This design comes from an exercise in tuning for small area, a short achievable clock period and few clock cycles on the open sky130 flow, not from production work.
In this exercise RTL edits were held to simulation tests only and were not proved equivalent to the original.
Power figures rest on the tool's default switching activity, not on a simulated workload.

==> job 4219 <==
// exec_unit_top
module exec_unit_top #(
  parameter int NUM_REGS = exec_pkg::NUM_REGS
) (
  input wire clk,
  input wire rst,
  input wire psel,
  input wire penable,
  input wire pwrite,
  input wire [exec_pkg::APB_AW-1:0] paddr,
  input wire [31:0] pwdata,
  output logic [31:0] prdata,
  output logic pready,
  output logic pslverr
);
Settings: LEC_CHECK=0, CAP_MARGIN=20, CORE_MARGIN=2, CORE_UTILIZATION=40, CTS_CLUSTER_DIAMETER=80, CTS_CLUSTER_SIZE=24, PLACE_DENSITY=0.6, SETUP_SLACK_MARGIN=5, SLEW_MARGIN=20; clock period 10.0 ns.
standard.sh (not shown) runs the stock make flow with config.mk's settings and CLKGATE_MAP_FILE= SYNTH_SCRIPT=/design/flow/synth_recipe.tcl, a recipe that flattens the netlist after the stock synthesis.
==> flow/flow/run.sh <==
#!/bin/bash
set -euo pipefail
MARGIN=$(cat flow/margin.txt)
bash standard.sh SETUP_SLACK_MARGIN="$MARGIN" \
  BUFFER_PORTS_ARGS="-buffer_cell sky130_fd_sc_hd__buf_4" finish > standard_flow.log 2>&1
==> flow/flow/margin.txt <==
6.55
==> job 6921: changes against job 4219 <==
--- a/flow/design.v
+++ b/flow/design.v
@@ -84,79 +84,111 @@
 `default_nettype none
 module alu_pre (
   input wire exec_pkg::word_t a,         
   input wire exec_pkg::word_t b,         
   input wire cin,
-  output logic [31:0] blk_g,             
-  output logic [31:0] blk_p              
+  output logic [15:0] blk_g,             
+  output logic [15:0] blk_p              
 );
   logic [63:0] g, p;
   assign g = a & b;
   assign p = a ^ b;
   always_comb begin
-    for (int k = 0; k < 32; k++) begin
-      blk_g[k] = g[2*k+1] | (p[2*k+1] & g[2*k]);
-      blk_p[k] = p[2*k+1] & p[2*k];
+    for (int k = 0; k < 16; k++) begin
+      logic g10, p10, g32, p32;
+      g10 = g[4*k+1] | (p[4*k+1] & g[4*k]);
+      p10 = p[4*k+1] & p[4*k];
+      g32 = g[4*k+3] | (p[4*k+3] & g[4*k+2]);
+      p32 = p[4*k+3] & p[4*k+2];
+      blk_g[k] = g32 | (p32 & g10);
+      blk_p[k] = p32 & p10;
     end
   end
 endmodule
 module int_alu (
   input wire exec_pkg::word_t a,
   input wire exec_pkg::word_t b,
   input wire cin,
-  input wire [31:0] blk_g,
-  input wire [31:0] blk_p,
+  input wire [15:0] blk_g,
+  input wire [15:0] blk_p,
   input wire sel_add,
   input wire sel_and,
   input wire sel_xor,
   input wire sel_or,
   input wire sel_shr,
   input wire sel_shl,
   input wire sar,
+  input wire sel_sxt,
   output exec_pkg::word_t result,
   output logic c,
   output logic v,
   output logic z
 );
   logic [63:0] g, p, sum;
-  logic [32:0] bc;                       
+  logic [16:0] bc;                       
   exec_pkg::word_t sh, sh_rev, other;
   assign g = a & b;
   assign p = a ^ b;
   always_comb begin
-    logic [31:0] gg, pp, gn, pn;
+    logic [15:0] gg, pp, gn, pn;
     gg = blk_g;
     pp = blk_p;
     gg[0] = gg[0] | (pp[0] & cin);
-    for (int l = 0; l < 5; l++) begin
+    for (int l = 0; l < 4; l++) begin
       gn = gg;
       pn = pp;
-      for (int k = 0; k < 32; k++) begin
+      for (int k = 0; k < 16; k++) begin
         if ((k >> l) & 1) begin
           gn[k] = gg[k] | (pp[k] & gg[((k >> l) << l) - 1]);
           pn[k] = pp[k] & pp[((k >> l) << l) - 1];
         end
       end
       gg = gn;
       pp = pn;
     end
     bc[0] = cin;
-    for (int k = 0; k < 32; k++) bc[k + 1] = gg[k];
+    for (int k = 0; k < 16; k++) bc[k + 1] = gg[k];
   end
   always_comb begin
-    for (int k = 0; k < 32; k++) begin
-      sum[2*k] = p[2*k] ^ bc[k];
-      sum[2*k+1] = p[2*k+1] ^ (g[2*k] | (p[2*k] & bc[k]));
+    for (int k = 0; k < 16; k++) begin
+      logic [3:0] gg, pp, gn, pn;
+      logic [3:0] c0, c1;
+      gg = g[4*k +: 4];
+      pp = p[4*k +: 4];
+      for (int l = 0; l < 2; l++) begin
+        gn = gg;
+        pn = pp;
+        for (int j = 0; j < 4; j++) begin
+          if ((j >> l) & 1) begin
+            gn[j] = gg[j] | (pp[j] & gg[((j >> l) << l) - 1]);
+            pn[j] = pp[j] & pp[((j >> l) << l) - 1];
+          end
+        end
+        gg = gn;
+        pp = pn;
+      end
+      c0[0] = 1'b0;
+      c1[0] = 1'b1;
+      for (int j = 1; j < 4; j++) begin
+        c0[j] = gg[j-1];
+        c1[j] = gg[j-1] | pp[j-1];
+      end
+      sum[4*k +: 4] = bc[k] ? (p[4*k +: 4] ^ c1) : (p[4*k +: 4] ^ c0);
     end
   end
-  assign c = bc[32];
+  assign c = bc[16];
   assign v = (a[63] == b[63]) & (sum[63] != a[63]);
   logic fill;
   exec_pkg::word_t sh0, sh1;
   assign fill = sar & a[63];
   always_comb begin
-    sh0 = a;
+    case (b[1:0])
+      2'd0: sh0 = a;
+      2'd1: sh0 = {fill, a[63:1]};
+      2'd2: sh0 = {{2{fill}}, a[63:2]};
+      default: sh0 = {{3{fill}}, a[63:3]};
+    endcase
     case (b[3:2])
       2'd0: sh1 = sh0;
       2'd1: sh1 = {{4{fill}}, sh0[63:4]};
       2'd2: sh1 = {{8{fill}}, sh0[63:8]};
       default: sh1 = {{12{fill}}, sh0[63:12]};
@@ -170,41 +202,25 @@
   end
   for (genvar i = 0; i < 64; i++) begin : g_rev
     assign sh_rev[i] = sh[63-i];
   end
   assign other = ({64{sel_and}} & g) | ({64{sel_xor}} & p) | ({64{sel_or}} & (g | p));
-  assign result = ({64{sel_add}} & sum) | other | ({64{sel_shr}} & sh) | ({64{sel_shl}} & sh_rev);
+  assign result = ({64{sel_add}} & sum) | other | ({64{sel_shr}} & sh) | ({64{sel_shl}} & sh_rev) |
+                  ({64{sel_sxt}} & {{32{a[31]}}, a[31:0]});
   logic [63:0] zt, keep;
   logic z_add, z_sh, z_logic;
   assign zt[0] = p[0] == cin;
   for (genvar i = 1; i < 64; i++) begin : g_z
     assign zt[i] = p[i] == (g[i-1] | p[i-1]);
   end
   assign z_add = &zt;
   for (genvar i = 0; i < 64; i++) begin : g_keep
-    assign keep[i] = i >= {b[5:2], 2'b00};
+    assign keep[i] = i >= b[5:0];
   end
   assign z_sh = !(|(a & keep)) && !fill;
   assign z_logic = other == '0;
-  assign z = sel_add ? z_add : (sel_shr || sel_shl) ? z_sh : z_logic;
-endmodule
-module pre_shift (
-  input wire exec_pkg::word_t a,
-  input wire [1:0] s,
-  input wire sar,
-  output exec_pkg::word_t y
-);
-  logic fill;
-  assign fill = sar & a[63];
-  always_comb begin
-    case (s)
-      2'd0: y = a;
-      2'd1: y = {fill, a[63:1]};
-      2'd2: y = {{2{fill}}, a[63:2]};
-      default: y = {{3{fill}}, a[63:3]};
-    endcase
-  end
+  assign z = sel_add ? z_add : (sel_shr || sel_shl) ? z_sh : sel_sxt ? (a[31:0] == '0) : z_logic;
 endmodule
 `default_nettype wire
 `timescale 1ns/1ps
 `default_nettype none
 module exec_ctrl (
@@ -271,12 +287,12 @@
   logic imm_lo_q, imm_hi_q, sel_wr_q, lo_wr_q;
   logic [31:0] prdata_q;
   logic pslverr_q;
   logic pready_q;
   exec_pkg::word_t a_q, b_q;
-  logic cin_q, xadd_q, xand_q, xxor_q, xor2_q, xshr_q, xshl_q, xsar_q;
-  logic [31:0] blk_g_q, blk_p_q;
+  logic cin_q, xadd_q, xand_q, xxor_q, xor2_q, xshr_q, xshl_q, xsar_q, xsxt_q;
+  logic [15:0] blk_g_q, blk_p_q;
   logic [NUM_REGS-1:0] xw_q;         
   logic xfw_q;                       
   exec_pkg::word_t res_q;
   exec_pkg::flags_t resf_q;
   logic [NUM_REGS-1:0] w_q;
@@ -340,11 +356,11 @@
     sxt_q <= op == exec_pkg::OP_SXT;
     imm_b_q <= op == exec_pkg::OP_MOVI || op == exec_pkg::OP_ADDI;
     sub_q <= is_cmd && op == exec_pkg::OP_SUB;
     bzero_q <= op == exec_pkg::OP_SXT;
     add_q <= !is_cmd || op == exec_pkg::OP_ADD || op == exec_pkg::OP_SUB ||
-             op == exec_pkg::OP_ADDI || op == exec_pkg::OP_MOVI || op == exec_pkg::OP_SXT;
+             op == exec_pkg::OP_ADDI || op == exec_pkg::OP_MOVI;
     and_q <= op == exec_pkg::OP_AND;
     xor_q <= op == exec_pkg::OP_XOR;
     or_q <= op == exec_pkg::OP_OR;
     shr_q <= op == exec_pkg::OP_SHR || op == exec_pkg::OP_SAR;
     sar_q <= op == exec_pkg::OP_SAR;
@@ -395,20 +411,17 @@
     endcase
     if (!mapped) rd_mux = '0;
   end
   logic cond_ok;
   exec_pkg::word_t a_d, b_d;
-  logic [31:0] blk_g, blk_p;
-  exec_pkg::word_t a_sh;
+  logic [15:0] blk_g, blk_p;
   exec_ctrl cc (.cond(cond_q), .f(fa), .ok(cond_ok));
   always_comb begin
     if (azero_q) begin
       a_d = '0;
     end else if (shl_q) begin
       for (int i = 0; i < W; i++) a_d[i] = va[W-1-i];
-    end else if (sxt_q) begin
-      a_d = {{32{va[31]}}, va[31:0]};
     end else begin
       a_d = va;
     end
   end
   always_comb begin
@@ -423,22 +436,22 @@
     end else begin
       b_d = vb;
     end
   end
   alu_pre pre (.a(a_d), .b(b_d), .cin(sub_q), .blk_g(blk_g), .blk_p(blk_p));
-  pre_shift psh (.a(a_d), .s(b_d[1:0]), .sar(sar_q), .y(a_sh));
   always_ff @(posedge clk) begin
-    a_q <= (shr_q || shl_q) ? a_sh : a_d;
+    a_q <= a_d;
     b_q <= b_d;
     cin_q <= sub_q;
     xadd_q <= add_q;
     xand_q <= and_q;
     xxor_q <= xor_q;
     xor2_q <= or_q;
     xshr_q <= shr_q;
     xshl_q <= shl_q;
     xsar_q <= sar_q;
+    xsxt_q <= sxt_q;
     blk_g_q <= blk_g;
     blk_p_q <= blk_p;
   end
   always_ff @(posedge clk) begin
     if (rst) begin
@@ -452,11 +465,11 @@
   exec_pkg::word_t result;
   logic res_c, res_v, res_z;
   int_alu alu (
     .a(a_q), .b(b_q), .cin(cin_q), .blk_g(blk_g_q), .blk_p(blk_p_q),
     .sel_add(xadd_q), .sel_and(xand_q), .sel_xor(xxor_q), .sel_or(xor2_q),
-    .sel_shr(xshr_q), .sel_shl(xshl_q), .sar(xsar_q),
+    .sel_shr(xshr_q), .sel_shl(xshl_q), .sar(xsar_q), .sel_sxt(xsxt_q),
     .result(result), .c(res_c), .v(res_v), .z(res_z)
   );
   always_ff @(posedge clk) begin
     res_q <= result;
     resf_q.c <= xadd_q && res_c;
==> flow/flow/run.sh (replaced) <==
#!/bin/bash
set -euo pipefail
MARGIN=$(cat flow/margin.txt)
bash standard.sh SETUP_SLACK_MARGIN="$MARGIN" \
  BUFFER_PORTS_ARGS="-buffer_cell sky130_fd_sc_hd__buf_4" \
  CTS_ARGS="-sink_clustering_enable -repair_clock_nets -sink_clustering_size 24 -sink_clustering_max_diameter 80 -dont_use_dummy_load" \
  finish > standard_flow.log 2>&1
--- a/flow/config.mk
+++ b/flow/config.mk
@@ -5,11 +5,12 @@
 export SDC_FILE = /design/flow/constraint.sdc
 export NUM_CORES = 4
 export LEC_CHECK = 0
 export CAP_MARGIN = 20
 export CORE_MARGIN = 2
-export CORE_UTILIZATION = 40
+export CORE_UTILIZATION = 55
 export CTS_CLUSTER_DIAMETER = 80
 export CTS_CLUSTER_SIZE = 24
-export PLACE_DENSITY = 0.6
+export PLACE_DENSITY = 0.7
 export SETUP_SLACK_MARGIN = 5
 export SLEW_MARGIN = 20
+export TNS_END_PERCENT = 20
==> run notes <==
Core utilization: job 4219 is lower than job 6921 (15 points).
Between job 4219 and job 6921, the lower register-to-register slack is in job 6921 (gap 70 ps).
In job 6921 the maximum frequency is lower than in job 4219, by about 2%.
Of job 4219 and job 6921, job 4219 has the higher clock power (gap 28%, measured against job 6921).
In job 4219 the global-route usage is lower than in job 6921, by 12 points.
Of job 6921 and job 4219, job 4219 has the higher final area (gap about 2.8%, measured against job 4219).
Between job 4219 and job 6921, the lower cell count is in job 6921 (gap about 10%, measured against job 6921).
In job 4219 the clock skew is lower than in job 6921, by 84 ps.
Testbench counts of job 4219, summed over its fixed seeds: cycles 9,648.
Testbench counts of job 6921, summed over its fixed seeds: cycles 9,648.

## re-timing with driven ports
No port has a modelled driver above. Below, the same layouts with a new extraction and two added sets of constraints. Step 1 sets driving cells, clkbuf_16 on the clock port and buf_2 on the other inputs (assumed; they add their load-dependent delay and slew). Step 2, shift: input delay + t, output delay - t, t = (earliest + latest rising clock arrival at the registers) / 2. This alone moves slack from input paths to output paths. Three values: ideal ports, drivers, drivers and shift; two values: the first two.
| run | t (ns) | setup slack, ns | latest minus earliest clock arrival (ns) | worst register clock-pin slew, ns | worst slew at a driven data input, ns |
|---|---|---|---|---|---|
| job 4219 | 0.877 | 6.384 / 6.384 / 5.805 | 0.049 / 0.049 | 0.10 / 0.10 | 0.12 |
| job 6921 | 0.811 | 6.311 / 6.275 / 5.770 | 0.130 / 0.129 | 0.10 / 0.10 | 0.17 |
After both steps every run listed still meets setup and hold. For job 4219, which loses most, drivers alone change the setup slack by 0.000 ns; drivers and shift together by -0.579 ns.
